What follows belongs to an exercise in optimizing a design on an open flow for small area; a production flow would make more cautious choices.
At most, simulation tests tie the RTL to the original design; equivalence was not proved.
Only the layout flow was run in runs 1 and 2; the RTL was not checked for function there.
No activity file was given, so power comes from the tool's default toggle rates.

**design/flow/flow/run.sh**
```bash
#!/bin/bash
# The standard layout (standard.sh), with every port buffer made from the
# smallest buffer cell instead of the one buffer_ports picks by default.
set -o pipefail
export BUFFER_PORTS_ARGS="-buffer_cell sky130_fd_sc_hd__buf_1"
cp standard.sh standard.sh.txt
bash standard.sh > standard.log 2>&1
```
**design/flow/standard.sh**
```bash
#!/bin/bash
# synth_recipe.tcl (not shown) runs the flow's synth.tcl, then flattens the netlist and writes it again
# the make line also repeats each setting of config.mk as NAME=value (left out here)
make -C /OpenROAD-flow-scripts/flow DESIGN_CONFIG=/design/flow/config.mk WORK_HOME=/design/flow/orfs CLKGATE_MAP_FILE= SYNTH_SCRIPT=/design/flow/synth_recipe.tcl "${@:-finish}"
```
**design/flow/config.mk**
```make
export PLATFORM = sky130hd
export DESIGN_NAME = pe_unit
export DESIGN_NICKNAME = pe_unit
export VERILOG_FILES = /design/flow/design.v
export SDC_FILE = /design/flow/constraint.sdc
export NUM_CORES = 4
export LEC_CHECK = 0
export CAP_MARGIN = 20
export CORE_MARGIN = 2
export CORE_UTILIZATION = 55
export PLACE_DENSITY = 0.65
export SLEW_MARGIN = 20
export SYNTH_HIERARCHICAL = 1
export SYNTH_MINIMUM_KEEP_SIZE = 0
```
**design/flow/constraint.sdc**
```tcl
create_clock -name core_clock -period 6.0 [get_ports {clk}]
set_input_delay 1.2000 -clock core_clock [delete_from_list [all_inputs] [get_ports {clk}]]
set_output_delay 1.2000 -clock core_clock [all_outputs]
set_load 0.01 [all_outputs]
```
**design/flow/design.v**
```verilog
package pe_pkg;
    typedef logic signed [8-1:0] pe_word_t;
    typedef logic signed [8-1:0] pe_coord_t;
    typedef logic [4*8-1:0] pe_word_vec_t;
    typedef logic [4*8-1:0] pe_coord_vec_t;
    typedef logic [4*4*8-1:0] pe_word_grid_t;
    typedef logic [4*4*8-1:0] pe_coord_grid_t;
    typedef enum logic [1:0] {
        PE_IDLE,
        PE_LOAD_WEIGHT,
        PE_LOAD_FEATURE
    } pe_state_e;
endpackage
`timescale 1ns/100ps
module pe_fa (
    input  logic a,
    input  logic b,
    input  logic c,
    output logic s,
    output logic co
);
    assign s  = a ^ b ^ c;
    assign co = (a & b) | (a & c) | (b & c);
endmodule
module pe_ha (
    input  logic a,
    input  logic b,
    output logic s,
    output logic co
);
    assign s  = a ^ b;
    assign co = a & b;
endmodule
module pe_sub (
    input  logic [7:0] nr,
    input  logic [7:0] w,
    input  logic       nv,
    output logic [7:0] y
);
    logic [7:0] ns;
    logic [7:0] nc;
    assign ns[0] = nr[0] ^ w[0];
    assign nc[1] = nr[0] & w[0];
    for (genvar i = 1; i < 7; i++) begin : g_bit
        pe_fa u_fa (.a(nr[i]), .b(w[i]), .c(nc[i]), .s(ns[i]), .co(nc[i+1]));
    end
    assign ns[7] = nr[7] ^ w[7] ^ nc[7];
    assign nc[0] = 1'b0;
    assign y = ~(ns | {8{nv}});
endmodule
`timescale 1ns/100ps
module pe_unit (
    input  logic                   clk,
    input  logic                   rst,
    input  logic                   in_valid,
    input  logic [7:0]             weight_value,
    input  logic [7:0]             weight_row,
    input  logic [7:0]             weight_col,
    input  logic [31:0]            feature_value,
    input  logic [31:0]            feature_row,
    input  logic [31:0]            feature_col,
    input  logic [15:0]            in_channel,
    input  logic [15:0]            frame_len,
    output logic                   out_valid,
    output logic [127:0]           data_out,
    output logic [127:0]           data_out_row,
    output logic [127:0]           data_out_col,
    output logic [15:0]            out_channel
);
    logic [15:0] rem;
    logic [2:0]  cnt;       
    logic        first;
    logic [2:0]  idx;
    assign first = (rem == 16'd0);
    assign idx   = first ? 3'd0 : cnt;
    always_ff @(posedge clk or posedge rst) begin
        if (rst) begin
            rem <= '0;
            cnt <= '0;
        end else if (in_valid) begin
            rem <= (first ? frame_len : rem) - 16'd1;
            cnt <= (idx == 3'd4) ? 3'd4 : idx + 3'd1;
        end
    end
    logic        v1, v2;
    logic        emit1, emit2;
    logic        load1, load2;
    logic [1:0]  slot1, slot2;
    logic [7:0]  wv1, wr1, wc1, wr2, wc2;
    logic [31:0] fv1, fr1, fc1, fv2, fr2, fc2;
    logic [15:0] ch1, ch2;
    always_ff @(posedge clk or posedge rst) begin
        if (rst) begin
            v1 <= 1'b0;
            v2 <= 1'b0;
        end else begin
            v1 <= in_valid;
            v2 <= v1;
        end
    end
    always_ff @(posedge clk) begin
        emit1 <= idx[2] | (idx[1] & idx[0]);
        load1 <= ~idx[2];
        slot1 <= idx[1:0];
        wv1 <= weight_value;
        wr1 <= weight_row;
        wc1 <= weight_col;
        fv1 <= feature_value;
        fr1 <= ~feature_row;     
        fc1 <= ~feature_col;
        ch1 <= in_channel;
        emit2 <= emit1;
        load2 <= load1;
        slot2 <= slot1;
        wr2 <= wr1;
        wc2 <= wc1;
        fv2 <= fv1;
        fr2 <= fr1;
        fc2 <= fc1;
        ch2 <= ch1;
    end
    logic [31:0] w_v;
    for (genvar s = 0; s < 4; s++) begin : g_wvslot
        always_ff @(posedge clk) begin
            if (v1 && load1 && slot1 == 2'(s)) begin
                w_v[8*s +: 8] <= wv1;
            end
        end
    end
    logic [31:0] w_r, w_c;
    for (genvar s = 0; s < 4; s++) begin : g_wslot
        always_ff @(posedge clk) begin
            if (v2 && load2 && slot2 == 2'(s)) begin
                w_r[8*s +: 8] <= wr2;
                w_c[8*s +: 8] <= wc2;
            end
        end
    end
    logic [95:0]  win_v;
    logic [127:0] win_r, win_c;
    always_ff @(posedge clk) begin
        if (v2) begin
            win_v <= {win_v[63:0], fv2};
            win_r <= {win_r[95:0], fr2};
            win_c <= {win_c[95:0], fc2};
        end
    end
    logic [127:0] prod_d, prod_q;
    for (genvar i = 0; i < 4; i++) begin : g_pslot
        for (genvar j = 0; j < 4; j++) begin : g_plane
            logic [7:0] b;
            if (i == 0) begin : g_new
                assign b = fv2[8*j +: 8];
            end else begin : g_old
                assign b = win_v[32*(i-1) + 8*j +: 8];
            end
            logic [7:0] a, q;
            assign a = w_v[8*i +: 8];
            assign prod_d[8*(4*i+j) +: 8] = q;
                wire p1 = ~(a[0] & b[1]);
                wire p2 = ~(a[0] & b[2]);
                wire p3 = ~(a[0] & b[3]);
                wire p4 = ~(a[0] & b[4]);
                wire p5 = ~(a[0] & b[5]);
                wire p6 = ~(a[0] & b[6]);
                wire p7 = a[0] & b[7];
                wire p8 = ~(a[1] & b[0]);
                wire p9 = ~(a[1] & b[1]);
                wire p10 = ~(a[1] & b[2]);
                wire p11 = ~(a[1] & b[3]);
                wire p12 = ~(a[1] & b[4]);
                wire p13 = ~(a[1] & b[5]);
                wire p14 = ~(a[1] & b[6]);
                wire p15 = a[1] & b[7];
                wire p16 = ~(a[2] & b[0]);
                wire p17 = ~(a[2] & b[1]);
                wire p18 = ~(a[2] & b[2]);
                wire p19 = ~(a[2] & b[3]);
                wire p20 = ~(a[2] & b[4]);
                wire p21 = ~(a[2] & b[5]);
                wire p22 = ~(a[2] & b[6]);
                wire p23 = a[2] & b[7];
                wire p24 = ~(a[3] & b[0]);
                wire p25 = ~(a[3] & b[1]);
                wire p26 = ~(a[3] & b[2]);
                wire p27 = ~(a[3] & b[3]);
                wire p28 = ~(a[3] & b[4]);
                wire p29 = ~(a[3] & b[5]);
                wire p30 = ~(a[3] & b[6]);
                wire p31 = a[3] & b[7];
                wire p32 = ~(a[4] & b[0]);
                wire p33 = ~(a[4] & b[1]);
                wire p34 = ~(a[4] & b[2]);
                wire p35 = ~(a[4] & b[3]);
                wire p36 = ~(a[4] & b[4]);
                wire p37 = ~(a[4] & b[5]);
                wire p38 = ~(a[4] & b[6]);
                wire p39 = a[4] & b[7];
                wire p40 = ~(a[5] & b[0]);
                wire p41 = ~(a[5] & b[1]);
                wire p42 = ~(a[5] & b[2]);
                wire p43 = ~(a[5] & b[3]);
                wire p44 = ~(a[5] & b[4]);
                wire p45 = ~(a[5] & b[5]);
                wire p46 = ~(a[5] & b[6]);
                wire p47 = ~(a[6] & b[0]);
                wire p48 = ~(a[6] & b[1]);
                wire p49 = ~(a[6] & b[2]);
                wire p50 = ~(a[6] & b[3]);
                wire p51 = ~(a[6] & b[4]);
                wire p52 = ~(a[6] & b[5]);
                wire p53 = a[7] & b[0];
                wire p54 = a[7] & b[1];
                wire p55 = a[7] & b[2];
                wire p56 = a[7] & b[3];
                wire p57 = a[7] & b[4];
                wire c58 = ~(p1 | p8);
                logic s59, c60;
                pe_fa u_s59 (.a(p2), .b(p9), .c(p16), .s(s59), .co(c60));
                wire c61 = c58 & ~s59;
                logic s62, c63;
                pe_fa u_s62 (.a(p3), .b(p10), .c(p17), .s(s62), .co(c63));
                logic s64, c65;
                pe_fa u_s64 (.a(p24), .b(c60), .c(s62), .s(s64), .co(c65));
                wire c66 = c61 & ~s64;
                logic s67, c68;
                pe_fa u_s67 (.a(p4), .b(p11), .c(p18), .s(s67), .co(c68));
                logic s69, c70;
                pe_fa u_s69 (.a(p25), .b(p32), .c(c63), .s(s69), .co(c70));
                logic s71, c72;
                pe_fa u_s71 (.a(s67), .b(c65), .c(s69), .s(s71), .co(c72));
                logic s73, n74;
                pe_ha u_s73 (.a(c66), .b(s71), .s(s73), .co(n74));
                wire c75 = ~(s73 & c66);
                logic s76, c77;
                pe_fa u_s76 (.a(p5), .b(p12), .c(p19), .s(s76), .co(c77));
                logic s78, c79;
                pe_fa u_s78 (.a(p26), .b(p33), .c(p40), .s(s78), .co(c79));
                logic s80, c81;
                pe_fa u_s80 (.a(c68), .b(s76), .c(s78), .s(s80), .co(c81));
                logic s82, c83;
                pe_fa u_s82 (.a(c70), .b(s80), .c(c72), .s(s82), .co(c83));
                logic s84, n85;
                pe_ha u_s84 (.a(c75), .b(s82), .s(s84), .co(n85));
                wire c86 = n85 | s84;
                logic s87, c88;
                pe_fa u_s87 (.a(p6), .b(p13), .c(p20), .s(s87), .co(c88));
                logic s89, c90;
                pe_fa u_s89 (.a(p27), .b(p34), .c(p41), .s(s89), .co(c90));
                logic s91, c92;
                pe_fa u_s91 (.a(p47), .b(c77), .c(c79), .s(s91), .co(c92));
                logic s93, c94;
                pe_fa u_s93 (.a(s87), .b(s89), .c(c81), .s(s93), .co(c94));
                logic s95, c96;
                pe_fa u_s95 (.a(s91), .b(s93), .c(c83), .s(s95), .co(c96));
                logic s97, n98;
                pe_ha u_s97 (.a(c86), .b(s95), .s(s97), .co(n98));
                wire c99 = n98 | s97;
                logic s100, c101;
                pe_fa u_s100 (.a(p14), .b(p21), .c(p28), .s(s100), .co(c101));
                logic s102, c103;
                pe_fa u_s102 (.a(p35), .b(p42), .c(p48), .s(s102), .co(c103));
                logic s104, c105;
                pe_fa u_s104 (.a(p7), .b(p53), .c(c88), .s(s104), .co(c105));
                logic s106, c107;
                pe_fa u_s106 (.a(c90), .b(s100), .c(s102), .s(s106), .co(c107));
                logic s108, c109;
                pe_fa u_s108 (.a(c92), .b(s104), .c(s106), .s(s108), .co(c109));
                logic s110, c111;
                pe_fa u_s110 (.a(c94), .b(s108), .c(c96), .s(s110), .co(c111));
                logic s112, n113;
                pe_ha u_s112 (.a(c99), .b(s110), .s(s112), .co(n113));
                wire c114 = n113 | s112;
                logic s115, c116;
                pe_fa u_s115 (.a(p22), .b(p29), .c(p36), .s(s115), .co(c116));
                logic s117, c118;
                pe_fa u_s117 (.a(p43), .b(p49), .c(p15), .s(s117), .co(c118));
                logic s119, c120;
                pe_fa u_s119 (.a(p54), .b(c101), .c(c103), .s(s119), .co(c120));
                logic s121, c122;
                pe_fa u_s121 (.a(s115), .b(s117), .c(c105), .s(s121), .co(c122));
                logic s123, c124;
                pe_fa u_s123 (.a(c107), .b(s119), .c(s121), .s(s123), .co(c124));
                logic s125, c126;
                pe_fa u_s125 (.a(c109), .b(s123), .c(c111), .s(s125), .co(c126));
                logic s127, n128;
                pe_ha u_s127 (.a(c114), .b(s125), .s(s127), .co(n128));
                wire c129 = ~(s127 & c114);
                logic s130, c131;
                pe_fa u_s130 (.a(p30), .b(p37), .c(p44), .s(s130), .co(c131));
                logic s132, c133;
                pe_fa u_s132 (.a(p50), .b(p23), .c(p55), .s(s132), .co(c133));
                logic s134, c135;
                pe_fa u_s134 (.a(c116), .b(c118), .c(s130), .s(s134), .co(c135));
                logic s136, c137;
                pe_fa u_s136 (.a(s132), .b(c120), .c(s134), .s(s136), .co(c137));
                logic s138, c139;
                pe_fa u_s138 (.a(c122), .b(s136), .c(c124), .s(s138), .co(c139));
                logic s140, c141;
                pe_fa u_s140 (.a(s138), .b(c114), .c(c126), .s(s140), .co(c141));
                logic s142, n143;
                pe_ha u_s142 (.a(c129), .b(s140), .s(s142), .co(n143));
                wire c144 = n143 | s142;
                logic s145, c146;
                pe_fa u_s145 (.a(p38), .b(p45), .c(p51), .s(s145), .co(c146));
                logic s147, c148;
                pe_fa u_s147 (.a(p31), .b(p56), .c(c131), .s(s147), .co(c148));
                logic s149, c150;
                pe_fa u_s149 (.a(c133), .b(s145), .c(c135), .s(s149), .co(c150));
                logic s151, c152;
                pe_fa u_s151 (.a(s147), .b(c137), .c(s149), .s(s151), .co(c152));
                logic s153, c154;
                pe_fa u_s153 (.a(s151), .b(c139), .c(c141), .s(s153), .co(c154));
                logic s155, n156;
                pe_ha u_s155 (.a(c144), .b(s153), .s(s155), .co(n156));
                wire c157 = n156 | s155;
                wire s158 = p46 ^ p52 ^ p39;
                wire s159 = p57 ^ c146 ^ s158;
                wire s160 = s159 ^ c148 ^ c150;
                wire s161 = s160 ^ c152 ^ c154;
                wire s162 = c157 ^ s161;
                assign q[0] = s73;
                assign q[1] = s84;
                assign q[2] = s97;
                assign q[3] = s112;
                assign q[4] = s127;
                assign q[5] = s142;
                assign q[6] = s155;
                assign q[7] = s162;
        end
    end
    always_ff @(posedge clk) begin
        prod_q <= prod_d;
    end
    always_ff @(posedge clk or posedge rst) begin
        if (rst) begin
            out_valid   <= 1'b0;
            out_channel <= '0;
        end else begin
            out_valid <= v2 & emit2;
            if (v2 & emit2) out_channel <= ch2;
        end
    end
    logic nov;
    assign nov = ~out_valid;
    for (genvar k = 0; k < 128; k++) begin : g_dbit
        if (8'b11101110 >> (k % 8) & 1) begin : g_true
            assign data_out[k] = prod_q[k] & out_valid;
        end else begin : g_inv
            assign data_out[k] = ~(prod_q[k] | nov);
        end
    end
    for (genvar i = 0; i < 4; i++) begin : g_slot
        for (genvar j = 0; j < 4; j++) begin : g_lane
            pe_sub u_row (
                .nr (win_r[32*i + 8*j +: 8]),
                .w  (w_r[8*i +: 8]),
                .nv (nov),
                .y  (data_out_row[8*(4*i+j) +: 8])
            );
            pe_sub u_col (
                .nr (win_c[32*i + 8*j +: 8]),
                .w  (w_c[8*i +: 8]),
                .nv (nov),
                .y  (data_out_col[8*(4*i+j) +: 8])
            );
        end
    end
endmodule
```
==> results.py, run 1 <==
metrics = {
    "power_and_ir_drop": {
        "p_per_area_nw_per_um2": 763,
        "ir_worst_vdd_mv": 1.84,
        "p_leak_uw": 0.0235,
    },
    "synth": {
        "netlist.area_leader.share_pct": 31.7,
        "synthTopCellsByCount": "nand2_1, fa_1, edfxtp_1",
        "synth_edf_count": 448,
        "synth_seq_cells": 886,
        "async_flop_share_pct": 4.29,
        "ys_top_cells_by_area": "fa_1, edfxtp_1, dfxtp_1",
        "netlist_area_um2": 50500,
        "synthCells": 3864,
        "synth_warnings": 7,
        "yosys.cell_count.top_type": "nand2_1",
        "synth_cell_types": 61,
        "yosys_most_used_dff": "edfxtp_1",
        "yosysSeqAreaShare_pct": 44.3,
        "syn_nets": 4967,
        "avgSynthCellArea_um2": 13.1,
        "synth_area_leader_cell": "fa_1",
    },
    "clock_network": {
        "clock_path_buffers": 3,
        "clk-insertion-delay-late_ns": 0.69,
        "cts_root_buf": "clkbuf_16",
        "cts_sinks": 886,
        "cts_buffers": 92,
        "clk_pin_slew_ns": 0.06,
        "htree_levels": 3,
        "cts_tree": "built",
        "postCtsHoldBufs": 0,
    },
    "floorplan": {
        "die_area_um2": 94300,
        "fp-row-count": 111,
        "initial_utilization_pct": 55.3,
        "core_um2": 91400,
        "num_io_pins": 556,
        "die_h_um": 307,
        "die_x_um": 307,
    },
    "detailed_routing": {
        "ant_nets": 0,
        "vias_per_cell": 5.24,
        "wl_per_cell_um": 20.7,
        "drt_iter0_drc": 2131,
        "drt_wl_total_mm": 124,
        "first_pass_iters": 5,
        "route.detailed.drc": 0,
        "num_vias": 31300,
    },
    "global_route": {
        "grt_pass1_wl_mm": 190,
        "grt_max_degree": 195,
        "grt_usage_pct": 26.8,
        "grt_overflow": 0,
        "antenna_found_initial": 9,
        "grt_pass1_vias": 33300,
    },
    "setup_path": {
        "cp_max_fo": 8,
        "critPathSlowestCell": "fa_1",
        "crit_top_cell": "ha_4",
        "crit_chain": "buf_4, buf_6, nand2_1, fa_1, fa_2, fa_2, fa_1, ha_4, or2_4, ha_4, or2_4, ha_4, or2_4, fa_1, ha_1, or2_2, ha_4, nor2_4, xnor2_2, xnor2_1, xnor2_1",
        "cp-start-kind": "flop",
        "critPathKind": "flop to flop",
        "end_kind": "flop",
        "worstPathArrival_ns": 6.44,
        "cp_slowest_stage_delay_ns": 0.53,
        "crit_required_ns": 6.56,
    },
    "status": {
        "status": "timing/DRC/antenna clean",
    },
    "timing": {
        "setup_viol": 0,
        "slew_violations": 0,
        "max_freq_mhz": 170,
        "tightest_slew_ns": 1.26,
        "skew_ns": 0.0521,
        "slew_headroom_pct": 15.8,
        "timing.final.crit_share_pct": 98.1,
        "layout_min_cycle_time_ns": 5.88,
        "finalHoldViolCount": 0,
    },
    "placement": {
        "place_inst": 5741,
        "hpwl_mm": 94.6,
        "place_congestion": 0.886,
        "port-buffer-count": 555,
    },
    "final_layout": {
        "drive_above_1_share_pct": 17.6,
        "stdcell_count": 5985,
        "syn_to_final_growth_pct": 21.8,
        "final_nets": 5816,
        "final_util_pct": 67.3,
    },
    "run": {
        "cap_violations": 0,
    },
    "hold_path": {
        "hp-class": "flop to flop",
    },
}
==> final cells by class <==
class                   count  area (um^2)
well taps                1186         1480
clock inverters            47          517
clock buffers             126         2670
inverters                  76          293
flip-flops and latches    886        22400
diodes                      7         17.5
fillers                  6644        29900
multi-input cells        2701        28700
repair buffers            956         5470
==> per-stage QoR <==
step | hold slack (ns) | area (um^2) | power [uW] | setup TNS, ns | setup slack, ns
6_report | 0.288 | 61500 | 47000 | 0 | 0.116
5_1_grt | 0.297 | 61500 | 50800 | -0.227 | -0.0438
4_1_cts | 0.284 | 60800 | 42700 | -0.0201 | -0.0201
3_5_place_dp | 0.312 | 56200 | 32100 | -2.42 | -0.196
3_3_place_gp | 0.310 | 56200 | 31700 | -0.653 | -0.109
2_1_floorplan | 0.310 | 50700 | 23100 | 0 | 0.00515
==> kinds of logic after synthesis <==
logic type | synth area share [%]
and+or+nand+nor | 12.8
muxes | 0.441
DFF | 44.3
AOI/OAI and AO/OA | 0.978
xor gates and xnor gates | 4.00
adders and majority gates | 35.4
buffers and inverters | 2.07
==> final timing paths <==
check / slack (ns) / startpoint / depth (start not counted) / to
worst max-delay path: 0.12 / w_v[0] / 21 / prod_q[15]
worst min-delay path: 0.29 / fv1[1] / 0 / fv2[1]
worst max register to register: 0.12 / w_v[0] / 21 / prod_q[15]
worst min register to register: 0.29 / fv1[1] / 0 / fv2[1]
max in group asynchronous: 4.91 / rst / 3 / v2
min in group asynchronous: 0.60 / rst / 3 / out_channel[4]
==> worst max-delay path: cells and delay by family (launching register included) <==
kind | cells | cell delay, ns
fa+ha+maj | 10 | 3.47
simple gates | 6 | 1.21
xor+xnor | 3 | 0.46
flops | 1 | 0.37
buf+inv | 2 | 0.24
==> layout by cell type (no fill, tap or decap), types with 59 or more instances in the layout <==
cell type,netlist,routed
ha_4,0,74
and2_1,225,225
dfxtp_1,400,399
inv_1,76,75
or2_4,0,59
fa_2,0,59
edfxtp_1,448,448
clkbuf_16,0,97
ha_1,148,74
buf_1,21,555
nand2_1,821,806
buf_4,1,366
xnor2_1,110,100
nor2_1,333,315
fa_1,800,741
==> per-module statistics from Yosys, one instance, submodules excluded <==
module | flops+latches | copies in the design
pe_unit | 886 | 1
pe_fa | 0 | 800
pe_ha | 0 | 112
pe_sub | 0 | 32
==> repair_timing <==
action                     4_1_cts  5_1_grt
cloned                           5        1
hold endpoints to repair         0        0
pin swaps                      121      169
setup endpoints to repair       16       16
gates resized for setup        149       97
buffers inserted                45       13
==> metal layers <==
metal / wire, um / vias up / global-route usage (%)
met5: 11 / - / 0
met4: 5010 / 2 / 10.9
met3: 7950 / 231 / 4.65
met2: 61000 / 1105 / 43.6
met1: 50100 / 16000 / 36.0
li1: - / 14000 / -
==> power by group <==
| group | total [uW] | leakage, uW | switching, uW | internal [uW] |
|---|---|---|---|---|
| clock | 5860 | 0.00156 | 2510 | 3350 |
| sequential | 8240 | 0.00815 | 491 | 7740 |
| combinational | 32900 | 0.0138 | 13900 | 19000 |
==> sequential cells by signal, summed over array words and instances (netlist names), 32 cells and up <==
register	count
w_r	32
fv2	32
fc1	32
fv1	32
fc2	32
w_v	32
prod_q	128
win_r	128
fr1	32
w_c	32
fr2	32
win_v	96
win_c	128
==> run 2, diff against run 1 <==
==> design/flow/flow/run.sh (replaced) <==
#!/bin/bash
# The standard layout (standard.sh), with two changes that only save cells:
# every port buffer is made from the smallest buffer cell instead of the one
# buffer_ports picks by default, and clock tree synthesis adds no dummy loads.
set -o pipefail
export BUFFER_PORTS_ARGS="-buffer_cell sky130_fd_sc_hd__buf_1"
export CTS_ARGS="-sink_clustering_enable -repair_clock_nets -dont_use_dummy_load"
cp standard.sh standard.sh.txt
bash standard.sh > standard.log 2>&1
==> run 2 against run 1 <==
Critical path depth decreased by 1. Synthesized cell count unchanged. Flip-flop and latch count unchanged. Power decreased by 0.31%. Combinational power increased by 3%. Register-to-register slack about the same. Fmax about the same. Non-clock buffer count increased by 1. Critical endpoint is now prod_q[7].
==> results.py, run 2 <==
metrics = {
    "clock_network": {
        "postCtsHoldBufs": 0,
        "cts_tree": "built",
        "clk-insertion-delay-late_ns": 0.69,
        "htree_levels": 3,
        "cts_buffers": 92,
        "cts_sinks": 886,
        "clk_pin_slew_ns": 0.06,
        "clock_path_buffers": 3,
        "cts_root_buf": "clkbuf_16",
    },
    "placement": {
        "hpwl_mm": 94.6,
        "pre_cts_slack_ns": -0.196,
        "place_congestion": 0.886,
        "port-buffer-count": 555,
        "place_area_um2": 56200,
    },
    "floorplan": {
        "die_x_um": 307,
        "initial_utilization_pct": 55.3,
        "die_h_um": 307,
        "core_um2": 91400,
        "num_io_pins": 556,
        "die_area_um2": 94300,
        "fp-row-count": 111,
    },
    "setup_path": {
        "cp_slowest_stage_delay_ns": 0.48,
        "crit_chain": "buf_6, nand2_1, fa_2, fa_2, fa_2, fa_1, ha_1, or2_4, ha_4, or2_4, ha_4, or2_4, fa_1, ha_1, or2_2, ha_4, nor2_4, xor2_1, xnor2_1, xnor2_1",
        "path_delay_family": "adder cells",
        "end_kind": "flop",
        "cp-start-kind": "flop",
        "cp_max_fo": 5,
        "path_buf_inv": 1,
        "ff2ff_setup_slack_ns": 0.11,
        "r2r-start": "w_v[2]",
        "critPathKind": "flop to flop",
        "r2r-end": "prod_q[7]",
        "cp.depth": 20,
        "critPathSlowestCell": "fa_1",
        "r2r_cells": 20,
        "worstPathArrival_ns": 6.43,
        "crit_required_ns": 6.54,
    },
    "power_and_ir_drop": {
        "p_leak_uw": 0.0231,
        "ir_worst_vdd_mv": 2.14,
        "p_per_area_nw_per_um2": 772,
    },
    "detailed_routing": {
        "first_pass_iters": 6,
        "wl_per_cell_um": 20.9,
        "num_vias": 31200,
        "route.detailed.drc": 0,
        "drt_wl_total_mm": 123,
        "vias_per_cell": 5.28,
        "ant_nets": 0,
        "drt_iter0_drc": 2009,
    },
    "synth": {
        "yosys_most_used_dff": "edfxtp_1",
        "synth_warnings": 7,
        "synth_edf_count": 448,
        "async_flop_share_pct": 4.29,
        "synth_area_leader_cell": "fa_1",
        "synthCells": 3864,
        "syn_nets": 4967,
        "yosys.cell_count.top_type": "nand2_1",
        "synth_cell_types": 61,
        "netlist_area_um2": 50500,
        "synthTopCellsByCount": "nand2_1, fa_1, edfxtp_1",
        "yosysSeqAreaShare_pct": 44.3,
        "synth_seq_cells": 886,
        "ys_top_cells_by_area": "fa_1, edfxtp_1, dfxtp_1",
        "netlist.area_leader.share_pct": 31.7,
        "avgSynthCellArea_um2": 13.1,
    },
    "timing": {
        "finalHoldViolCount": 0,
        "slew_headroom_pct": 18.0,
        "max_freq_mhz": 170,
        "holdWs_ns": 0.283,
        "skew_ns": 0.0908,
        "tightest_slew_ns": 1.23,
        "layout_min_cycle_time_ns": 5.89,
        "setup_slack_ns": 0.111,
        "tns_ns": 0,
        "timing.final.crit_share_pct": 98.2,
        "slew_violations": 0,
        "setup_viol": 0,
    },
    "global_route": {
        "antenna_found_initial": 9,
        "grt_usage_pct": 26.6,
        "grt_overflow": 0,
        "grt_pass1_vias": 33200,
        "grt_pass1_wl_mm": 189,
        "grt_max_degree": 195,
    },
    "final_layout": {
        "fillers": 6765,
        "fin_area_um2": 60600,
        "final_util_pct": 66.3,
        "final_common_cell": "nand2_1",
        "layout_common_cells": "nand2_1, fa_1, buf_1, edfxtp_1, dfxtp_1",
        "largestRegisters": "prod_q (128), win_c (128), win_r (128)",
        "final_nets": 5817,
        "drive_above_1_share_pct": 16.6,
        "syn_to_final_growth_pct": 20.0,
    },
    "status": {
        "status": "timing/DRC/antenna clean",
    },
    "hold_path": {
        "holdPathStages": 0,
        "hold_end": "fc2[12]",
        "holdCritStartpoint": "fc1[12]",
        "hp-class": "flop to flop",
    },
    "run": {
        "cap_violations": 0,
    },
}
## run 2: cell count changes in the layout (fill, tap and decap cells not counted), moves of 5 or more
cell | before | now
clkbuf_1 | 15 | 0
clkbuf_8 | 13 | 0
clkinv_1 | 5 | 0
clkinv_16 | 5 | 0
clkinv_2 | 12 | 0
inv_4 | 9 | 0
## run 2: worst max path at each step
| stage | startpoint | end | slack, ns |
|---|---|---|---|
| detailed placement | w_v[0] | prod_q[7] | -0.20 |
| finish | w_v[2] | prod_q[7] | 0.11 |
| floorplan | w_v[1] | prod_q[7] | 0.005 |
| CTS | w_v[17] | prod_q[87] | 0.0005 |
| global placement | w_v[24] | prod_q[103] | -0.11 |
| global route | w_v[2] | prod_q[7] | -0.04 |
## run 2: metrics by stage
step | instances | total power, uW
5_1_grt | 5902 | 50700
3_5_place_dp | 5741 | 32100
3_3_place_gp | 5741 | 31700
6_report | 5903 | 46800
2_1_floorplan | 3864 | 23100
4_1_cts | 5880 | 41500
## run 2: logic make-up after synthesis
kind of cell	Yosys count	synth area share (%)
AO/OA/AOI/OAI	63	0.978
XOR/XNOR	176	4.00
AND/OR/NAND/NOR	1494	12.8
buffers and inverters	277	2.07
adder cells (fa/ha/maj)	948	35.4
flip-flops	886	44.3
multiplexers	20	0.441
## run 2: report_power, final
| part | internal (uW) | switching (uW) |
|---|---|---|
| Combinational | 19600 | 14200 |
| Clock | 2670 | 2100 |
| Sequential | 7750 | 488 |
## run 2: repair_timing
item                                    CTS  global route
endpoints found under the setup margin   16            16
setup buffers                            43            17
pin swaps                               127           175
cloned                                    4             3
gates resized for setup                 140           108
## run 2: per-module statistics from Yosys, one instance, submodules excluded
module	copies in the design	area (um^2)	flip-flops and latches
pe_unit	1	30900	886
pe_ha	112	12.5	0
pe_fa	800	20.0	0
pe_sub	32	70.1	0
## run 2: layout make-up
type                            instances  area [um^2]  share of cell area, %
Timing Repair Buffer                  957         5480                   9.04
Antenna cell                            5         12.5                 0.0206
Clock buffer                           92         2300                   3.80
Inverter                               76          293                  0.483
Multi-Input combinational cell       2701        28600                   47.2
Sequential cell                       886        22400                   37.0
Tap cell                             1186         1480                   2.45
## run 2: per-layer routing
layer  share of wire, %  global-route usage (%)  routed length [um]  vias up
met2                 49                    43.2               60200     1127
met5             0.0089                       0                  11        -
li1                   -                       -                   -    13900
met1                 40                    35.8               49800    15900
met3                6.5                    4.59                7980      243
met4                4.4                    11.5                5390        2
==> run 3, diff against run 2 <==
--- a/design/flow/design.v
+++ b/design/flow/design.v
@@ -243,5 +243,5 @@
                 logic s84, n85;
                 pe_ha u_s84 (.a(c75), .b(s82), .s(s84), .co(n85));
-                wire c86 = n85 | s84;
+                wire c86 = ~(n85 | s84);
                 logic s87, c88;
                 pe_fa u_s87 (.a(p6), .b(p13), .c(p20), .s(s87), .co(c88));
@@ -256,5 +256,5 @@
                 logic s97, n98;
                 pe_ha u_s97 (.a(c86), .b(s95), .s(s97), .co(n98));
-                wire c99 = n98 | s97;
+                wire c99 = ~(s97 & c86);
                 logic s100, c101;
                 pe_fa u_s100 (.a(p14), .b(p21), .c(p28), .s(s100), .co(c101));
@@ -271,5 +271,5 @@
                 logic s112, n113;
                 pe_ha u_s112 (.a(c99), .b(s110), .s(s112), .co(n113));
-                wire c114 = n113 | s112;
+                wire c114 = ~(n113 | s112);
                 logic s115, c116;
                 pe_fa u_s115 (.a(p22), .b(p29), .c(p36), .s(s115), .co(c116));
@@ -286,5 +286,5 @@
                 logic s127, n128;
                 pe_ha u_s127 (.a(c114), .b(s125), .s(s127), .co(n128));
-                wire c129 = ~(s127 & c114);
+                wire c129 = ~(n128 | s127);
                 logic s130, c131;
                 pe_fa u_s130 (.a(p30), .b(p37), .c(p44), .s(s130), .co(c131));
@@ -297,27 +297,28 @@
                 logic s138, c139;
                 pe_fa u_s138 (.a(c122), .b(s136), .c(c124), .s(s138), .co(c139));
-                logic s140, c141;
-                pe_fa u_s140 (.a(s138), .b(c114), .c(c126), .s(s140), .co(c141));
-                logic s142, n143;
-                pe_ha u_s142 (.a(c129), .b(s140), .s(s142), .co(n143));
-                wire c144 = n143 | s142;
-                logic s145, c146;
-                pe_fa u_s145 (.a(p38), .b(p45), .c(p51), .s(s145), .co(c146));
-                logic s147, c148;
-                pe_fa u_s147 (.a(p31), .b(p56), .c(c131), .s(s147), .co(c148));
-                logic s149, c150;
-                pe_fa u_s149 (.a(c133), .b(s145), .c(c135), .s(s149), .co(c150));
-                logic s151, c152;
-                pe_fa u_s151 (.a(s147), .b(c137), .c(s149), .s(s151), .co(c152));
-                logic s153, c154;
-                pe_fa u_s153 (.a(s151), .b(c139), .c(c141), .s(s153), .co(c154));
-                logic s155, n156;
-                pe_ha u_s155 (.a(c144), .b(s153), .s(s155), .co(n156));
-                wire c157 = n156 | s155;
-                wire s158 = p46 ^ p52 ^ p39;
-                wire s159 = p57 ^ c146 ^ s158;
-                wire s160 = s159 ^ c148 ^ c150;
-                wire s161 = s160 ^ c152 ^ c154;
-                wire s162 = c157 ^ s161;
+                wire n140 = ~c114;
+                logic s141, c142;
+                pe_fa u_s141 (.a(s138), .b(n140), .c(c126), .s(s141), .co(c142));
+                logic s143, n144;
+                pe_ha u_s143 (.a(c129), .b(s141), .s(s143), .co(n144));
+                wire c145 = ~(s143 & c129);
+                logic s146, c147;
+                pe_fa u_s146 (.a(p38), .b(p45), .c(p51), .s(s146), .co(c147));
+                logic s148, c149;
+                pe_fa u_s148 (.a(p31), .b(p56), .c(c131), .s(s148), .co(c149));
+                logic s150, c151;
+                pe_fa u_s150 (.a(c133), .b(s146), .c(c135), .s(s150), .co(c151));
+                logic s152, c153;
+                pe_fa u_s152 (.a(s148), .b(c137), .c(s150), .s(s152), .co(c153));
+                logic s154, c155;
+                pe_fa u_s154 (.a(s152), .b(c139), .c(c142), .s(s154), .co(c155));
+                logic s156, n157;
+                pe_ha u_s156 (.a(c145), .b(s154), .s(s156), .co(n157));
+                wire c158 = ~(n157 | s156);
+                wire s159 = p46 ^ p52 ^ p39;
+                wire s160 = p57 ^ c147 ^ s159;
+                wire s161 = s160 ^ c149 ^ c151;
+                wire s162 = s161 ^ c153 ^ c155;
+                wire s163 = c158 ^ s162;
                 assign q[0] = s73;
                 assign q[1] = s84;
@@ -325,7 +326,7 @@
                 assign q[3] = s112;
                 assign q[4] = s127;
-                assign q[5] = s142;
-                assign q[6] = s155;
-                assign q[7] = s162;
+                assign q[5] = s143;
+                assign q[6] = s156;
+                assign q[7] = s163;
         end
     end
@@ -345,5 +346,5 @@
     assign nov = ~out_valid;
     for (genvar k = 0; k < 128; k++) begin : g_dbit
-        if (8'b11101110 >> (k % 8) & 1) begin : g_true
+        if (8'b01011010 >> (k % 8) & 1) begin : g_true
             assign data_out[k] = prod_q[k] & out_valid;
         end else begin : g_inv
--- a/design/flow/flow/run.sh
+++ b/design/flow/flow/run.sh
@@ -5,5 +5,5 @@
 set -o pipefail
 export BUFFER_PORTS_ARGS="-buffer_cell sky130_fd_sc_hd__buf_1"
-export CTS_ARGS="-sink_clustering_enable -repair_clock_nets -dont_use_dummy_load"
+export CTS_ARGS="-sink_clustering_enable -repair_clock_nets -dont_use_dummy_load -sink_clustering_size 30 -sink_clustering_max_diameter 100"
 cp standard.sh standard.sh.txt
 bash standard.sh > standard.log 2>&1
==> design/flow/config.mk (replaced) <==
export PLATFORM = sky130hd
export DESIGN_NAME = pe_unit
export DESIGN_NICKNAME = pe_unit
export VERILOG_FILES = /design/flow/design.v
export SDC_FILE = /design/flow/constraint.sdc
export NUM_CORES = 4
export LEC_CHECK = 0
export CAP_MARGIN = 5
export CORE_MARGIN = 2
export CORE_UTILIZATION = 65
export PLACE_DENSITY = 0.72
export SLEW_MARGIN = 5
export SYNTH_HIERARCHICAL = 1
export SYNTH_MINIMUM_KEEP_SIZE = 0
==> run 3 against run 2 <==
Critical path depth down 3. Area after synthesis decreased by 0.26%. Synthesized cell count up 0.41%. Wire length down 4.9%. Die area shrank 15%. Still clean. Fmax is 1.9% higher. Design area fell by 8.9%. Via count down 3.6%. Critical path type unchanged. Highest routed layer unchanged. Non-clock buffer count shrank 275. Setup slack improved by 0.11 ns. Global-route usage is 3.6 points higher. Sequential share of layout area grew 3.6 points.
==> results.py, run 3 <==
metrics = {
    "final_layout": {
        "seq_area_um2": 22400,
        "fillers": 5460,
        "layout_common_cells": "nand2_1, fa_1, buf_1, edfxtp_1, dfxtp_1",
        "multiInputGateArea_um2": 26900,
        "stdcell_count": 5447,
        "syn_to_final_growth_pct": 9.62,
        "final_nets": 5502,
        "drive_above_1_share_pct": 4.98,
        "final_common_cell": "nand2_1",
        "largestRegisters": "prod_q (128), win_c (128), win_r (128)",
    },
    "timing": {
        "tns_ns": 0,
        "slew_violations": 0,
        "skew_ns": 0.0880,
        "setup_viol": 0,
        "max_freq_mhz": 173,
        "layout_min_cycle_time_ns": 5.78,
        "slew_headroom_pct": 21.6,
        "finalHoldViolCount": 0,
        "timing.final.crit_share_pct": 96.3,
        "rsz0062_at_grt": "false",
        "tightest_slew_ns": 1.18,
    },
    "floorplan": {
        "fp-row-count": 102,
        "initial_utilization_pct": 65.4,
        "die_area_um2": 79800,
        "die_x_um": 282,
        "core_um2": 77100,
        "num_io_pins": 556,
        "die_h_um": 282,
    },
    "placement": {
        "hpwl_mm": 92.0,
        "place_congestion": 0.914,
        "place_inst": 5391,
        "port-buffer-count": 555,
    },
    "global_route": {
        "antenna_found_initial": 18,
        "grt_pass1_wl_mm": 179,
        "grt_usage_pct": 30.2,
        "grt_max_degree": 161,
        "grt_overflow": 0,
        "grt_pass1_vias": 30900,
    },
    "detailed_routing": {
        "drt_wl_total_mm": 117,
        "ant_nets": 0,
        "num_vias": 30000,
        "first_pass_iters": 5,
        "drt_iter0_drc": 2570,
        "vias_per_cell": 5.51,
        "route.detailed.drc": 0,
        "wl_per_cell_um": 21.5,
    },
    "synth": {
        "netlist_area_um2": 50400,
        "synthCells": 3880,
        "yosys_most_used_dff": "edfxtp_1",
        "async_flop_share_pct": 4.29,
        "synth_seq_cells": 886,
        "synth_warnings": 7,
        "ys_top_cells_by_area": "fa_1, edfxtp_1, dfxtp_1",
        "synthTopCellsByCount": "nand2_1, fa_1, edfxtp_1",
        "synth_edf_count": 448,
        "synth_area_leader_cell": "fa_1",
        "syn_nets": 4983,
        "synth_cell_types": 54,
        "yosysSeqAreaShare_pct": 44.5,
        "yosys.cell_count.top_type": "nand2_1",
        "netlist.area_leader.share_pct": 31.8,
        "avgSynthCellArea_um2": 13.0,
    },
    "clock_network": {
        "htree_levels": 2,
        "clk-insertion-delay-late_ns": 0.63,
        "cts_tree": "built",
        "clock_path_buffers": 3,
        "cts_buffers": 40,
        "cts_sinks": 886,
        "cts_root_buf": "clkbuf_16",
        "clk_pin_slew_ns": 0.11,
        "postCtsHoldBufs": 0,
    },
    "setup_path": {
        "worstSetupStartpoint": "w_v[17]",
        "critPathSlowestCell": "fa_1",
        "crit_required_ns": 6.49,
        "ff2ff_setup_slack_ns": 0.22,
        "cp_slowest_stage_delay_ns": 0.50,
        "critPathCapture": "prod_q[71]",
        "r2r-start": "w_v[17]",
        "critPathKind": "flop to flop",
        "end_kind": "flop",
        "cp.depth": 17,
        "path_delay_family": "adder cells",
        "crit_top_cell": "fa_1",
        "cp_max_fo": 29,
        "r2r-end": "prod_q[71]",
        "cp-start-kind": "flop",
        "crit_chain": "buf_12, nand2_1, fa_1, fa_1, fa_1, fa_1, fa_1, fa_1, ha_1, or2_2, fa_1, fa_1, ha_1, nor2_1, xor2_1, xnor2_1, xnor2_1",
        "r2r_cells": 17,
        "worstPathArrival_ns": 6.26,
        "path_buf_inv": 1,
    },
    "status": {
        "status": "timing/DRC/antenna clean",
    },
    "hold_path": {
        "holdPathStages": 0,
        "hp-class": "flop to flop",
    },
    "power_and_ir_drop": {
        "p_leak_uw": 0.0208,
        "ir_worst_vdd_mv": 1.10,
        "p_per_area_nw_per_um2": 479,
    },
    "run": {
        "cap_violations": 0,
    },
}
-- run 3: cell types whose count changed after synthesis, moves of 6 or more --
cell and delta:
and2_1 -32, buf_1 +19, clkbuf_1 -18, inv_1 +15
nand2_1 +12, nand2b_1 +6, nand3_1 +8, nor2_1 +53
o31ai_1 +7, or2_2 -47, xnor2_1 +14, xor2_1 -14
-- run 3: how the worst min path moves through the flow --
stage	from	endpoint	slack [ns]
floorplan	ch1[0]	ch2[0]	0.31
global placement	fr1[31]	fr2[31]	0.31
detailed placement	fc1[11]	fc2[11]	0.31
CTS	fv1[9]	fv2[9]	0.33
global route	fv1[25]	fv2[25]	0.33
finish	fv1[9]	fv2[9]	0.32
-- run 3: cell type report --
class	instances	area share [%]
multi-input cells	2698	48.7
flip-flops and latches	886	40.6
repair buffers	682	5.91
well taps	1040	2.35
clock buffers	40	1.81
inverters	91	0.632
diodes	10	0.0453
-- run 3: cell families after synthesis --
group | synth area share, %
xor gates and xnor gates | 4.01
and+or+nand+nor | 12.5
adders and majority gates | 35.4
muxes | 0.402
buffers and inverters | 2.23
DFF | 44.5
AOI/OAI and AO/OA | 0.973
-- run 3: per-stage QoR --
stage                     total power [uW]  hold WS [ns]  worst slack, ns  utilization (%)  instance area [um^2]
final                                26500         0.325            0.222             71.7                 55300
after global routing                 29000         0.331           0.0108             71.7                 55200
after CTS                            26700         0.325           0.0844             71.6                 55200
after global placement               23100         0.310            0.214             70.3                 54200
after detailed placement             23700         0.312            0.156             70.3                 54200
after floorplan                      19900         0.310            0.234                -                 50400
-- run 3: repair_timing --
item                       in CTS  in global routing
setup buffers                   0                  6
gates resized for setup         0                  3
setup endpoints to repair       0                  4
-- run 3: where the power goes --
group	total [uW]	internal, uW	switching, uW
combinational	15300	7160	8090
sequential	8220	7590	623
clock	2990	1200	1790
total	26500	16000	10500
-- run 3: modules after synthesis (local to each module, per instance) --
module / cells inside / flip-flops and latches / area, um^2 / times used
pe_sub: 11 / 0 / 70.1 / 32
pe_ha: 1 / 0 / 12.5 / 112
pe_unit: 2616 / 886 / 30700 / 1
pe_fa: 1 / 0 / 20.0 / 800
-- run 3: metal layers --
metal	GRT usage (%)	part of all wire, %	wire length [um]
met1	41.3	40	46400
met3	5.83	7.4	8660
met5	0	0.097	114
met4	10.2	3.5	4150
met2	49.4	49	58000
==> run 4, diff against run 3 <==
--- a/design/flow/config.mk
+++ b/design/flow/config.mk
@@ -6,9 +6,9 @@
 export NUM_CORES = 4
 export LEC_CHECK = 0
-export CAP_MARGIN = 5
+export CAP_MARGIN = 20
 export CORE_MARGIN = 2
 export CORE_UTILIZATION = 65
-export PLACE_DENSITY = 0.72
-export SLEW_MARGIN = 5
+export PLACE_DENSITY = 0.85
+export SLEW_MARGIN = 20
 export SYNTH_HIERARCHICAL = 1
 export SYNTH_MINIMUM_KEEP_SIZE = 0
==> run 4 against run 3 <==
Critical path depth down 1. Synthesized cell count unchanged. Clock power about the same. Register-to-register slack worse by 0.09 ns. Non-clock buffer count up 13. Wire length up 4.6%. First-iteration DRC count up 20%. Power up 2.2%. Clock skew down 0.010 ns. Global-route usage up 1.5 points. Critical path type unchanged. Critical endpoint is now prod_q[95]. Largest cell class unchanged. Largest power group unchanged. Highest routed layer unchanged.
==> results.py, run 4 <==
metrics = {
    "synth": {
        "ys_top_cells_by_area": "fa_1, edfxtp_1, dfxtp_1",
        "synth_warnings": 7,
        "yosys_most_used_dff": "edfxtp_1",
        "yosysSeqAreaShare_pct": 44.5,
        "synth_edf_count": 448,
        "netlist.area_leader.share_pct": 31.8,
        "synth_area_leader_cell": "fa_1",
        "synth_cell_types": 54,
        "yosys.cell_count.top_type": "nand2_1",
        "synthCells": 3880,
        "synthTopCellsByCount": "nand2_1, fa_1, edfxtp_1",
        "synth_seq_cells": 886,
        "async_flop_share_pct": 4.29,
        "syn_nets": 4983,
        "netlist_area_um2": 50400,
        "avgSynthCellArea_um2": 13.0,
    },
    "clock_network": {
        "clock_path_buffers": 3,
        "cts_sinks": 886,
        "cts_root_buf": "clkbuf_16",
        "clk_pin_slew_ns": 0.11,
        "cts_buffers": 40,
        "postCtsHoldBufs": 0,
        "clk-insertion-delay-late_ns": 0.62,
        "htree_levels": 2,
        "cts_tree": "built",
    },
    "timing": {
        "timing.final.crit_share_pct": 97.9,
        "skew_ns": 0.0780,
        "slew_headroom_pct": 27.6,
        "holdWs_ns": 0.306,
        "tns_ns": 0,
        "finalHoldViolCount": 0,
        "setup_viol": 0,
        "tightest_slew_ns": 1.09,
        "slew_violations": 0,
        "max_freq_mhz": 170,
        "layout_min_cycle_time_ns": 5.87,
        "setup_slack_ns": 0.128,
    },
    "detailed_routing": {
        "drt_wl_total_mm": 123,
        "first_pass_iters": 8,
        "drt_iter0_drc": 3084,
        "vias_per_cell": 5.72,
        "ant_nets": 0,
        "route.detailed.drc": 0,
        "num_vias": 31200,
        "wl_per_cell_um": 22.5,
    },
    "placement": {
        "pre_cts_slack_ns": -0.0477,
        "place_congestion": 0.962,
        "place_inst": 5405,
        "hpwl_mm": 95.2,
        "port-buffer-count": 555,
    },
    "global_route": {
        "antenna_found_initial": 7,
        "grt_pass1_vias": 33100,
        "grt_overflow": 0,
        "grt_pass1_wl_mm": 189,
        "grt_usage_pct": 31.6,
        "grt_max_degree": 193,
    },
    "hold_path": {
        "hp-class": "flop to flop",
    },
    "run": {
        "cap_violations": 0,
    },
    "setup_path": {
        "crit_required_ns": 6.50,
        "crit_top_cell": "fa_1",
        "critPathKind": "flop to flop",
        "path_delay_family": "adder cells",
        "cp_max_fo": 4,
        "cp_slowest_stage_delay_ns": 0.60,
        "critPathSlowestCell": "edfxtp_1",
        "end_kind": "flop",
        "path_buf_inv": 0,
        "cp-start-kind": "flop",
        "crit_chain": "nand2_1, fa_1, fa_1, fa_1, fa_1, fa_1, fa_1, ha_1, or2_2, fa_1, fa_1, ha_1, nor2_2, xnor2_1, xnor2_1, xnor2_1",
        "worstPathArrival_ns": 6.37,
    },
    "power_and_ir_drop": {
        "p_clk_share_pct": 11.1,
        "p_per_area_nw_per_um2": 489,
        "p_sw_share_pct": 40.4,
        "p_seq_share_pct": 30.4,
        "p_total_uw": 27100,
        "ir_worst_vdd_mv": 0.754,
        "intPower_uw": 16100,
        "p_leak_uw": 0.0209,
        "p_sw_uw": 10900,
        "pwr-share-comb_pct": 58.6,
    },
    "final_layout": {
        "seq_area_um2": 22400,
        "largestRegisters": "prod_q (128), win_c (128), win_r (128)",
        "drive_above_1_share_pct": 5.49,
        "final_common_cell": "nand2_1",
        "stdcell_count": 5456,
        "multiInputGateArea_um2": 26900,
        "final_nets": 5515,
        "syn_to_final_growth_pct": 9.87,
        "fillers": 4979,
        "layout_common_cells": "nand2_1, fa_1, buf_1, edfxtp_1, dfxtp_1",
    },
    "status": {
        "status": "timing/DRC/antenna clean",
    },
    "floorplan": {
        "die_x_um": 282,
        "initial_utilization_pct": 65.4,
        "die_area_um2": 79800,
        "die_h_um": 282,
        "fp-row-count": 102,
        "num_io_pins": 556,
        "core_um2": 77100,
    },
}
run 4: changes by cell type in the layout (fill, tap and decap cells not counted), sizes merged:
cell	delta
buf	+13
clkinv	-1
inv	+1
diode	-4
run 4: logic make-up (layout without fill, tap and decap cells):
kind of cell	count (synthesis)	in the layout	share of synthesized area, %
AND/OR/NAND/NOR	1491	1491	12.5
adder cells (fa/ha/maj)	948	948	35.4
flip-flops	886	886	44.5
buffers and inverters	296	826	2.23
XOR/XNOR	176	176	4.01
AO/OA/AOI/OAI	65	65	0.973
multiplexers	18	18	0.402
other	0	6	0
run 4: layer usage:
layer	global-route usage (%)	up-vias	share of wire [%]
met1	42.5	15900	37
met3	5.68	329	8.6
met5	0	-	0.011
met4	15.8	2	5.8
li1	-	13300	-
met2	50.5	1711	49
run 4: what timing repair did:
item,in CTS,in global routing
gates resized for setup,0,16
setup buffers,1,4
pin swaps,0,1
setup endpoints to repair,1,7
gates cloned,0,0
run 4: path summary, 6_finish.rpt:
kind,startpoint,end,slack (ns),cells past startpoint
setup / recovery,win_v[58],prod_q[95],0.13,16
hold / removal,ch1[0],ch2[0],0.31,0
setup reg to reg,win_v[58],prod_q[95],0.13,16
hold reg to reg,ch1[0],ch2[0],0.31,0
max in group asynchronous,rst,v2,4.82,3
min in group asynchronous,rst,out_channel[8],0.66,3
run 4: power groups by stage:
stage | Combinational, uW | Clock (uW) | Sequential, uW
floorplan | 11800 | 0 | 8070
global placement | 14700 | 0 | 8350
detailed placement | 15600 | 0 | 8340
CTS | 15800 | 3040 | 8210
global route | 18100 | 3220 | 8290
finish | 15800 | 2990 | 8220
run 4: area by class of cell:
cell class	count	share of cell area (%)
flip-flops and latches	886	40.5
multi-input cells	2698	48.6
repair buffers	695	6.06
diodes	6	0.0271
well taps	1040	2.35
clock buffers	40	1.81
inverters	91	0.630
run 4: metrics by stage:
| step | utilization [%] | area [um^2] |
|---|---|---|
| global route | 71.8 | 55400 |
| finish | 71.8 | 55400 |
| global placement | 70.4 | 54300 |
| detailed placement | 70.4 | 54300 |
| floorplan | - | 50400 |
| CTS | 71.7 | 55300 |
run 4: modules after synthesis (local to each module, per instance):
module	times used	cells	cell area (um^2)
pe_fa	800	1	20.0
pe_ha	112	1	12.5
pe_unit	1	2616	30700
pe_sub	32	11	70.1
run 4: worst register-to-register path: cells and delay by family (launching register included):
family | cells | cell delay, ns
XOR/XNOR | 3 | 0.46
adder cells (fa/ha/maj) | 10 | 4.09
flip-flops | 1 | 0.60
AND/OR/NAND/NOR | 3 | 0.65
==> run 5, diff against run 4 <==
--- a/design/flow/config.mk
+++ b/design/flow/config.mk
@@ -9,5 +9,5 @@
 export CORE_MARGIN = 2
 export CORE_UTILIZATION = 65
-export PLACE_DENSITY = 0.85
+export PLACE_DENSITY = 0.72
 export SLEW_MARGIN = 20
 export SYNTH_HIERARCHICAL = 1
==> run 5 against run 4 <==
Combinational power is 3% lower. Worst hold slack better by 0.019 ns. Critical endpoint is now prod_q[71]. Global-route usage is 1.5 points lower. Still clean.
==> results.py, run 5 <==
metrics = {
    "floorplan": {
        "die_x_um": 282,
        "die_area_um2": 79800,
        "die_h_um": 282,
        "initial_utilization_pct": 65.4,
        "fp-row-count": 102,
        "core_um2": 77100,
        "num_io_pins": 556,
    },
    "timing": {
        "skew_ns": 0.0879,
        "timing.final.crit_share_pct": 96.3,
        "tightest_slew_ns": 0.991,
        "slew_headroom_pct": 33.4,
        "layout_min_cycle_time_ns": 5.78,
        "setup_viol": 0,
        "setup_slack_ns": 0.222,
        "rsz0062_at_grt": "false",
        "max_freq_mhz": 173,
        "tns_ns": 0,
        "slew_violations": 0,
        "finalHoldViolCount": 0,
        "holdWs_ns": 0.325,
    },
    "final_layout": {
        "drive_above_1_share_pct": 4.98,
        "syn_to_final_growth_pct": 9.63,
        "fillers": 5460,
        "layout_common_cells": "nand2_1, fa_1, buf_1, edfxtp_1, dfxtp_1",
        "final_util_pct": 71.7,
        "final_nets": 5502,
        "largestRegisters": "prod_q (128), win_c (128), win_r (128)",
        "final_common_cell": "nand2_1",
    },
    "detailed_routing": {
        "first_pass_iters": 5,
        "ant_nets": 0,
        "drt_iter0_drc": 2570,
        "route.detailed.drc": 0,
        "drt_wl_total_mm": 117,
        "vias_per_cell": 5.51,
        "num_vias": 30000,
        "wl_per_cell_um": 21.5,
    },
    "setup_path": {
        "cp_max_fo": 29,
        "r2r_cells": 17,
        "cp-start-kind": "flop",
        "r2r-start": "w_v[17]",
        "crit_required_ns": 6.49,
        "end_kind": "flop",
        "critPathKind": "flop to flop",
        "r2r-end": "prod_q[71]",
        "ff2ff_setup_slack_ns": 0.22,
        "worstPathArrival_ns": 6.27,
    },
    "status": {
        "status": "timing/DRC/antenna clean",
    },
    "global_route": {
        "antenna_found_initial": 18,
        "grt_max_degree": 161,
        "grt_pass1_vias": 30900,
        "grt_overflow": 0,
        "grt_pass1_wl_mm": 179,
        "grt_usage_pct": 30.2,
    },
    "power_and_ir_drop": {
        "intPower_uw": 16000,
        "p_total_uw": 26500,
        "p_sw_uw": 10500,
        "p_per_area_nw_per_um2": 479,
        "p_seq_share_pct": 31.1,
        "p_clk_share_pct": 11.3,
        "p_leak_uw": 0.0208,
        "p_sw_share_pct": 39.7,
        "pwr-share-comb_pct": 57.6,
        "ir_worst_vdd_mv": 1.10,
    },
    "placement": {
        "hpwl_mm": 92.0,
        "place_congestion": 0.914,
        "port-buffer-count": 555,
        "pre_cts_slack_ns": 0.156,
    },
    "clock_network": {
        "cts_root_buf": "clkbuf_16",
        "cts_buffers": 40,
        "clk_pin_slew_ns": 0.11,
        "cts_sinks": 886,
        "cts_tree": "built",
        "clock_path_buffers": 3,
        "htree_levels": 2,
        "clk-insertion-delay-late_ns": 0.63,
    },
    "synth": {
        "synthTopCellsByCount": "nand2_1, fa_1, edfxtp_1",
        "synthCells": 3880,
        "yosysSeqAreaShare_pct": 44.5,
        "netlist_area_um2": 50400,
        "synth_warnings": 7,
        "netlist.area_leader.share_pct": 31.8,
        "synth_edf_count": 448,
        "async_flop_share_pct": 4.29,
        "ys_top_cells_by_area": "fa_1, edfxtp_1, dfxtp_1",
        "synth_area_leader_cell": "fa_1",
        "syn_nets": 4983,
        "yosys.cell_count.top_type": "nand2_1",
        "avgSynthCellArea_um2": 13.0,
        "yosys_most_used_dff": "edfxtp_1",
        "synth_cell_types": 54,
        "synth_seq_cells": 886,
    },
    "hold_path": {
        "holdPathStages": 0,
        "holdCritStartpoint": "fv1[9]",
        "hp-class": "flop to flop",
        "hold_end": "fv2[9]",
    },
    "run": {
        "cap_violations": 0,
    },
}
## run 5: cell types whose count changed in the layout (fill, tap and decap cells not counted), moves of 2 or more
cell     before  now
nor2_1      379  383
buf_12       16   18
nor4_2        3    1
diode_2       6   10
buf_4       118  108
buf_6         6    1
fa_1        797  800
nor2_2        6    3
fa_2          3    0
nor4_1       16   18
## run 5: cell type report
type                       instances  area, um^2  area share, %
inverter                          91         349          0.632
tap                             1040        1300           2.35
sequential                       886       22400           40.6
clock buffer                      40        1000           1.81
antenna                           10        25.0         0.0453
timing repair buffer             682        3270           5.91
multi-input combinational       2698       26900           48.7
## run 5: cells by family (layout without fill, tap and decap cells)
group / after synthesis / count (layout) / share of synthesized area [%]
compound gates: 65 / 65 / 0.973
xor+xnor: 176 / 176 / 4.01
fa+ha+maj: 948 / 948 / 35.4
buf+inv: 296 / 813 / 2.23
flops: 886 / 886 / 44.5
mux: 18 / 18 / 0.402
other cells: 0 / 10 / 0
simple gates: 1491 / 1491 / 12.5
## run 5: per-stage QoR
step	instances	area, um^2
finish	5447	55300
CTS	5431	55200
detailed placement	5391	54200
global placement	5391	54200
floorplan	3880	50400
global route	5444	55300
## run 5: timing repair
item                       in CTS  in global routing
buffers inserted                0                  6
setup endpoints to repair       0                  4
hold buffers                    0                  0
resized for setup               0                  3
## run 5: worst max path at each step
stage | end | cells after the start | from | slack (ns)
final | prod_q[71] | 17 | w_v[17] | 0.22
after global routing | prod_q[47] | 20 | w_v[8] | 0.01
after CTS | prod_q[71] | 16 | win_v[34] | 0.08
after detailed placement | prod_q[71] | 16 | win_v[34] | 0.16
after global placement | prod_q[71] | 16 | win_v[34] | 0.21
after floorplan | prod_q[71] | 18 | w_v[17] | 0.23
## run 5: power groups by stage
| stage | Combinational, uW | Sequential [uW] | Clock (uW) |
|---|---|---|---|
| after global routing | 17500 | 8300 | 3250 |
| after floorplan | 11800 | 8070 | 0 |
| after detailed placement | 15300 | 8350 | 0 |
| final | 15300 | 8220 | 2990 |
| after CTS | 15400 | 8220 | 3060 |
| after global placement | 14800 | 8360 | 0 |
## run 5: worst max-delay path: stages, from the launching register on
cell and delay [ns]:
edfxtp_1 0.39, buf_12 0.19, nand2_1 0.09, fa_1 0.50
fa_1 0.44, fa_1 0.43, fa_1 0.40, fa_1 0.39
fa_1 0.43, ha_1 0.29, or2_2 0.33, fa_1 0.42
fa_1 0.44, ha_1 0.30, nor2_1 0.14, xor2_1 0.20
xnor2_1 0.17, xnor2_1 0.15
## run 5: Yosys stat by module, one instance, submodules excluded
module	cells	copies in the design	cell area (um^2)	flops+latches
pe_unit	2616	1	30700	886
pe_ha	1	112	12.5	0
pe_sub	11	32	70.1	0
pe_fa	1	800	20.0	0
## run 5: per-layer routing
metal / vias to the layer above / GRT usage [%] / part of all wire, %
li1: 13300 / - / -
met1: 15400 / 41.3 / 40
met2: 1129 / 49.4 / 49
met3: 199 / 5.83 / 7.4
met4: 16 / 10.2 / 3.5
met5: - / 0 / 0.097
==> run 6, diff against run 5 <==
--- a/design/flow/config.mk
+++ b/design/flow/config.mk
@@ -8,6 +8,6 @@
 export CAP_MARGIN = 20
 export CORE_MARGIN = 2
-export CORE_UTILIZATION = 65
-export PLACE_DENSITY = 0.72
+export CORE_UTILIZATION = 45
+export PLACE_DENSITY = 0.6
 export SLEW_MARGIN = 20
 export SYNTH_HIERARCHICAL = 1
==> run 6 against run 5 <==
Critical path depth unchanged. First-iteration DRC count is 19% lower. Register-to-register slack worse by 0.06 ns. Still clean. Largest power group unchanged. Global-route usage down 8.0 points. Final cell count grew 8.8%. Flip-flop and latch count stayed put. Synthesized cell count stayed put. Via count decreased by 0.29%.
==> results.py, run 6 <==
metrics = {
    "timing": {
        "timing.final.crit_share_pct": 97.2,
        "tns_ns": 0,
        "tightest_slew_ns": 1.14,
        "slew_violations": 0,
        "slew_headroom_pct": 24.3,
        "finalHoldViolCount": 0,
        "max_freq_mhz": 171,
        "skew_ns": 0.0530,
        "setup_viol": 0,
        "layout_min_cycle_time_ns": 5.83,
    },
    "synth": {
        "synth_top_family_by_area": "adder cells",
        "yosysSeqAreaShare_pct": 44.5,
        "netlist.area_leader.share_pct": 31.8,
        "synthAdderAreaFrac_pct": 35.4,
        "yosys_most_used_dff": "edfxtp_1",
        "synthTopCellsByCount": "nand2_1, fa_1, edfxtp_1",
        "synth_area_leader_cell": "fa_1",
        "synth_compound_area_share_pct": 0.973,
        "synthCells": 3880,
        "synth-simple-area-share_pct": 12.5,
        "netlist_area_um2": 50400,
        "yosys.cell_count.top_type": "nand2_1",
        "synth_edf_count": 448,
        "synth_xor_xnor_area_share_pct": 4.01,
        "synthMuxAreaShare_pct": 0.402,
        "synth_cell_types": 54,
        "synth_warnings": 7,
        "synth_seq_cells": 886,
        "avgSynthCellArea_um2": 13.0,
        "async_flop_share_pct": 4.29,
        "syn_nets": 4983,
        "ys_top_cells_by_area": "fa_1, edfxtp_1, dfxtp_1",
    },
    "setup_path": {
        "cp-start-kind": "flop",
        "end_kind": "flop",
        "critPathSlowestCell": "fa_1",
        "crit_top_cell": "fa_1",
        "critPathKind": "flop to flop",
        "path_delay_family": "adder cells",
        "cp_slowest_stage_delay_ns": 0.49,
        "cp_max_fo": 13,
        "path_buf_inv": 1,
        "worstPathArrival_ns": 6.35,
        "crit_chain": "buf_12, nand2_1, fa_1, fa_1, fa_1, fa_1, fa_1, fa_1, ha_1, or2_2, fa_1, fa_1, ha_1, nor2_4, xnor2_1, xnor2_1, xnor2_1",
        "crit_required_ns": 6.51,
    },
    "detailed_routing": {
        "wl_per_cell_um": 21.3,
        "route.detailed.drc": 0,
        "vias_per_cell": 5.05,
        "ant_nets": 0,
        "drt_wl_total_mm": 126,
        "num_vias": 29900,
        "drt_iter0_drc": 2088,
        "first_pass_iters": 5,
    },
    "final_layout": {
        "largestRegisters": "prod_q (128), win_c (128), win_r (128)",
        "layout_common_cells": "nand2_1, fa_1, buf_1, edfxtp_1, dfxtp_1",
        "stdcell_count": 5929,
        "drive_above_1_share_pct": 6.22,
        "syn_to_final_growth_pct": 11.7,
        "final_nets": 5544,
        "final_common_cell": "nand2_1",
    },
    "global_route": {
        "grt_pass1_vias": 31900,
        "grt_pass1_wl_mm": 193,
        "grt_max_degree": 187,
        "grt_overflow": 0,
        "antenna_found_initial": 3,
        "grt_usage_pct": 22.2,
    },
    "clock_network": {
        "cts_root_buf": "clkbuf_16",
        "clock_path_buffers": 3,
        "clk-insertion-delay-late_ns": 0.65,
        "cts_tree": "built",
        "postCtsHoldBufs": 0,
        "cts_buffers": 43,
        "htree_levels": 2,
        "clk_pin_slew_ns": 0.10,
        "cts_sinks": 886,
    },
    "floorplan": {
        "fp-row-count": 122,
        "initial_utilization_pct": 45.5,
        "die_x_um": 339,
        "core_um2": 111000,
        "die_h_um": 339,
        "num_io_pins": 556,
        "die_area_um2": 115000,
    },
    "status": {
        "status": "timing/DRC/antenna clean",
    },
    "power_and_ir_drop": {
        "p_per_area_nw_per_um2": 489,
        "ir_worst_vdd_mv": 0.517,
        "p_leak_uw": 0.0211,
    },
    "run": {
        "cap_violations": 0,
    },
    "placement": {
        "place_congestion": 0.909,
        "hpwl_mm": 99.2,
        "port-buffer-count": 555,
        "place_inst": 5869,
    },
    "hold_path": {
        "hp-class": "flop to flop",
    },
}
run 6: cell count changes in the layout (fill, tap and decap cells not counted), sizes merged:
cell    change
buf        +36
clkbuf      +6
clkinv      -1
diode       -8
inv         +1
run 6: cell type report:
class,instances,area (um^2)
Sequential cell,886,22400
Fill cell,9871,54500
Multi-Input combinational cell,2698,27000
Tap cell,1488,1860
Inverter,91,349
Timing Repair Buffer,721,3630
Clock buffer,43,1080
Antenna cell,2,5.00
run 6: worst paths after layout:
path                         start              end  slack (ns)  depth (start not counted)
max                        w_v[24]      prod_q[103]        0.17                         17
min                         wc1[0]           wc2[0]        0.30                          0
max reg2reg                w_v[24]      prod_q[103]        0.17                         17
min reg2reg                 wc1[0]           wc2[0]        0.30                          0
max in group asynchronous      rst               v2        4.95                          3
min in group asynchronous      rst  out_channel[11]        0.65                          3
run 6: logic make-up after synthesis:
| kind of cell | Yosys count |
|---|---|
| buffers and inverters | 296 |
| AO/OA/AOI/OAI | 65 |
| adder cells (fa/ha/maj) | 948 |
| multiplexers | 18 |
| AND/OR/NAND/NOR | 1491 |
| flip-flops | 886 |
| XOR/XNOR | 176 |
run 6: metrics by stage:
stage                     area, um^2  util, %  hold WS, ns  setup WS (ns)  total power [uW]
after global routing           56300     50.8        0.315       -0.00303             30500
after CTS                      56100     50.6        0.310         0.0608             27800
after global placement         55000     49.6        0.310          0.136             24300
after floorplan                50400        -        0.310          0.234             19900
final                          56300     50.8        0.298          0.166             27600
after detailed placement       55000     49.6        0.312          0.107             24600
run 6: repair_timing:
action | in CTS | in global routing
resized for setup | 0 | 17
buffers inserted | 0 | 12
endpoints found under the setup margin | 0 | 8
run 6: layer usage:
metal	part of all wire [%]	up-vias	GRT usage [%]
met2	49	974	36.8
met5	0.0063	-	0
li1	-	13300	-
met4	2.8	2	5.84
met1	42	15500	30.6
met3	5.9	151	3.49
run 6: where the power goes:
part	leakage [uW]	switching (uW)	internal [uW]
Sequential	0.00815	595	7600
Clock	0.000530	1860	1290
Combinational	0.0124	8640	7570
run 6: Yosys stat by module (local to each module, per instance):
| module | flip-flops and latches | times used | cells | area [um^2] |
|---|---|---|---|---|
| pe_unit | 886 | 1 | 2616 | 30700 |
| pe_sub | 0 | 32 | 11 | 70.1 |
| pe_fa | 0 | 800 | 1 | 20.0 |
| pe_ha | 0 | 112 | 1 | 12.5 |

## afterwards: timing with drivers on the ports
No port has a modelled driver above. Below, the same layouts with a new extraction and two added sets of constraints.
Step 1, drivers: a clkbuf_16 drives clk and a buf_2 each remaining input, both assumed.
Step 2 adds t to the input delays and takes it off the output delays; t is the mean of the earliest and latest rising clock arrival at the registers after step 1. Input paths then give back, and output paths get back, about the clock's delay inside the block.
Slacks: ideal ports / drivers / drivers and shift; pairs: ideal ports / drivers.
run	t (ns)	slack for setup (ns)	worst slew at a driven data input, ns
run 1	0.736	0.116 / 0.116 / 0.116	0.10
run 2	0.708	0.111 / 0.111 / 0.111	0.08
run 3	0.654	0.222 / 0.222 / 0.222	0.12
run 4	0.647	0.128 / 0.128 / 0.128	0.10
run 5	0.654	0.222 / 0.222 / 0.222	0.12
run 6	0.694	0.166 / 0.166 / 0.166	0.10
After both steps every run listed still meets setup and hold.
